Context: an optimization exercise on an open-source flow, tuned for small area. The choices shown serve that exercise and are no tape-out recipe. Function was checked by simulation only, so behaviour that the tests miss may differ from the original. Power figures rest on the tool's default switching activity, not on a simulated workload.

zinc:
// bi_link_top
module bi_link_top (
    input  logic        clk,
    input  logic        rst_n,
    input  logic        in_valid_i,
    input  logic [31:0] data_i,
    input  logic        report_req_i,
    output logic [36:0] link_o,
    output logic        link_valid_o,
    output logic [31:0] data_o,
    output logic        out_valid_o,
    output logic [26:0] report_o,
    output logic        report_valid_o
);
    localparam int NB = 18;    
    logic [31:0] raw_q;
    logic [4:0]  inv_q;
    logic [31:0] diff;
    logic [2:0]  dc [5];
    logic [4:0]  maj;
    logic [2:0]  tg [5];
    logic [4:0]  bin_d, bin_q;
    assign diff = data_i ^ raw_q;
    always_comb begin
        for (int s = 0; s < 5; s++) dc[s] = '0;
        for (int b = 0; b < 7; b++) dc[0] = dc[0] + 3'(diff[b]);
        for (int b = 7; b < 14; b++) dc[1] = dc[1] + 3'(diff[b]);
        for (int b = 14; b < 20; b++) dc[2] = dc[2] + 3'(diff[b]);
        for (int b = 20; b < 26; b++) dc[3] = dc[3] + 3'(diff[b]);
        for (int b = 26; b < 32; b++) dc[4] = dc[4] + 3'(diff[b]);
        for (int s = 0; s < 5; s++) begin
            maj[s] = dc[s][2];
            tg[s] = {1'b0, dc[s][1:0] ^ {2{maj[s]}}};
        end
        bin_d = 5'(tg[0]) + 5'(tg[1]) + 5'(tg[2]) + 5'(tg[3]) + 5'(tg[4])
              + 5'(maj[0]) + 5'(maj[1]);
    end
    always_ff @(posedge clk or negedge rst_n) begin
        if (!rst_n) begin
            raw_q        <= '0;
            inv_q        <= '0;
            link_valid_o <= 1'b0;
            data_o       <= '0;
            out_valid_o  <= 1'b0;
        end else begin
            if (in_valid_i) begin
                raw_q <= data_i;
                inv_q <= inv_q ^ maj;
            end
            link_valid_o <= in_valid_i;
            data_o       <= raw_q;
            out_valid_o  <= link_valid_o;
        end
    end
    always_ff @(posedge clk) begin
        bin_q <= bin_d;
    end
    assign link_o = {raw_q ^ {{6{inv_q[4]}}, {6{inv_q[3]}}, {6{inv_q[2]}},
  ...
For scale: roughly 1300 cells after synthesis, about 350 flip-flops, roughly 140 I/O pins.
clock: 10.0 ns
lec_check: 0
cap_margin: 20
core_margin: 2
core_utilization: 65
cts_buf_list: sky130_fd_sc_hd__clkbuf_8
cts_cluster_diameter: 60
cts_cluster_size: 14
slew_margin: 20
standard.sh (not shown) runs the stock make flow with config.mk's settings and CLKGATE_MAP_FILE= SYNTH_SCRIPT=/design/flow/synth_recipe.tcl, a recipe that flattens the netlist after the stock synthesis.
==> flow/flow/run.sh <==
#!/bin/bash
# The standard layout, with two changes:
#  - synthesis is synth_recipe.tcl with an area-oriented ABC mapping script
#    (flow/area.abc); flip-flop mapping and naming are untouched
#  - port buffers use the smallest buffer cell
#  - clock tree synthesis without dummy loads
set -euo pipefail
cd "$(dirname "$0")/.."
W=$PWD
export AREA_ABC_SCRIPT=$W/flow/area.abc
export BUFFER_PORTS_ARGS="-buffer_cell sky130_fd_sc_hd__buf_1"
export CTS_ARGS="-sink_clustering_enable -repair_clock_nets -dont_use_dummy_load -sink_clustering_size 14 -sink_clustering_max_diameter 60 -buf_list sky130_fd_sc_hd__clkbuf_8"
{ head -1 synth_recipe.tcl; cat flow/abc_hook.tcl; tail -n +2 synth_recipe.tcl; } > synth_area.tcl
sed "s#SYNTH_SCRIPT=[^ ]*#SYNTH_SCRIPT=$W/synth_area.tcl#" standard.sh > standard_area.sh
bash standard_area.sh > standard_flow.log 2>&1
==> flow/flow/abc_hook.tcl <==
# use an area-oriented ABC script for the technology mapping step
proc abc {args} {
  set i [lsearch $args -script]
  if {$i >= 0} { lset args [expr {$i + 1}] $::env(AREA_ABC_SCRIPT) }
  yosys abc {*}$args
}
==> flow/flow/area.abc <==
&get -n
&st
&syn2
&dch -f
&nf -a
&st
&syn2
&dch -f
&nf -a
&st
&syn2
&dch -f
&nf -a
&st
&syn2
&dch -f
&nf -a
&put
topo
stime -c
zinc went all the way through the flow, and no timing, DRC or antenna check failed.
### zinc -> yarrow
Settings: CTS_BUF_LIST now sky130_fd_sc_hd__clkbuf_16, was sky130_fd_sc_hd__clkbuf_8; CTS_CLUSTER_DIAMETER now 80, was 60; CTS_CLUSTER_SIZE now 25, was 14.
-- flow/flow/run.sh --
<<< zinc, line 11
export BUFFER_PORTS_ARGS="-buffer_cell sky130_fd_sc_hd__buf_1"
export CTS_ARGS="-sink_clustering_enable -repair_clock_nets -dont_use_dummy_load -sink_clustering_size 14 -sink_clustering_max_diameter 60 -buf_list sky130_fd_sc_hd__clkbuf_8"
{ head -1 synth_recipe.tcl; cat flow/abc_hook.tcl; tail -n +2 synth_recipe.tcl; } > synth_area.tcl
>>> yarrow, line 11
export BUFFER_PORTS_ARGS="-buffer_cell sky130_fd_sc_hd__buf_1"
export CTS_ARGS="-sink_clustering_enable -repair_clock_nets -dont_use_dummy_load -sink_clustering_size 25 -sink_clustering_max_diameter 80 -buf_list sky130_fd_sc_hd__clkbuf_16"
{ head -1 synth_recipe.tcl; cat flow/abc_hook.tcl; tail -n +2 synth_recipe.tcl; } > synth_area.tcl
==> comparison <==
yarrow | stages: all done | timing, DRC, antenna: all pass
Status: global-route usage parity (yarrow, zinc)
Relative to zinc, latest clock arrival within the worst-skew pair decreased by 90 ps in yarrow.
Compared yarrow vs zinc, and total power is up in yarrow.
Comparing zinc with yarrow, the sequential cell area share came out essentially unchanged.
Against zinc, yarrow comes in 30 ps higher on signal arrival time at the worst endpoint.
As far as fraction of power consumed by combinational cells is concerned, zinc and yarrow perform about the same.
## Diff of input files: raven against yarrow
Settings: GPL_TIMING_DRIVEN now 0, previously not set.
## What came out
Going from yarrow to raven, growth of design area from synthesis to finish grows by 1.6 points. As far as post-CTS setup-driven buffer insertion count goes, raven and yarrow are indistinguishable; the numbers are identical. Going from yarrow to raven, post-route minimum period up 38 ps; flip-flop and latch share of the layout cell area down 0.72 points.
Input-level comparison between garnet and raven:
Settings: GPL_TIMING_DRIVEN no longer set, was 0.
==> flow/flow/run.sh <==
#!/bin/bash
# The standard layout, with two changes:
#  - synthesis is synth_recipe.tcl with an area-oriented ABC mapping script
#    (flow/area.abc); flip-flop mapping and naming are untouched
#  - port buffers use the smallest buffer cell
set -euo pipefail
cd "$(dirname "$0")/.."
W=$PWD
export AREA_ABC_SCRIPT=$W/flow/area.abc
export BUFFER_PORTS_ARGS="-buffer_cell sky130_fd_sc_hd__buf_1"
{ head -1 synth_recipe.tcl; cat flow/abc_hook.tcl; tail -n +2 synth_recipe.tcl; } > synth_area.tcl
sed "s#SYNTH_SCRIPT=[^ ]*#SYNTH_SCRIPT=$W/synth_area.tcl#" standard.sh > standard_area.sh
bash standard_area.sh > standard_flow.log 2>&1
- When garnet is set beside raven, its clock buffer count from CTS turns out to be 1 smaller.
- Looking only at power after layout, and setting everything else aside, the lower value of garnet and raven goes to garnet.
- garnet went all the way through synthesis, placement and routing and the layout is clean on timing, DRC and antenna.
- garnet packs its core more loosely than raven.
- Diff raven -> garnet: number of search-and-repair iterations in the first detailed-routing pass went down 1; final critical-path setup slack went up 39 ps.

what the ideal ports hide:
No port has a modelled driver above. Below, the same layouts with a new extraction and two added sets of constraints. Step 1 sets driving cells, clkbuf_16 on the clock port and buf_2 on the other inputs (assumed; they add their load-dependent delay and slew). Step 2 also shifts input and output timing later by t, the mid clock arrival at the registers, as if the neighbouring blocks saw the same clock. Three values: no drivers, after step 1, after step 2; two values: the first two.
| run | t (ns) | setup WS [ns] | worst setup path after step 2 | slew at the worst register clock pin (ns) | worst slew at a driven data input, ns |
|---|---|---|---|---|---|
| zinc | 0.627 | 3.827 / 3.850 / 3.222 | input to register | 0.09 / 0.09 | 0.05 |
| yarrow | 0.554 | 3.723 / 3.747 / 3.193 | input to register | 0.10 / 0.10 | 0.05 |
| raven | 0.564 | 3.685 / 3.714 / 3.150 | input to register | 0.10 / 0.10 | 0.05 |
| garnet | 0.556 | 3.724 / 3.751 / 3.195 | input to register | 0.11 / 0.11 | 0.05 |
After both steps setup and hold are still met in every run listed. The setup slack of zinc, which loses most, moves by +0.023 ns with the drivers and by -0.605 ns with both steps.
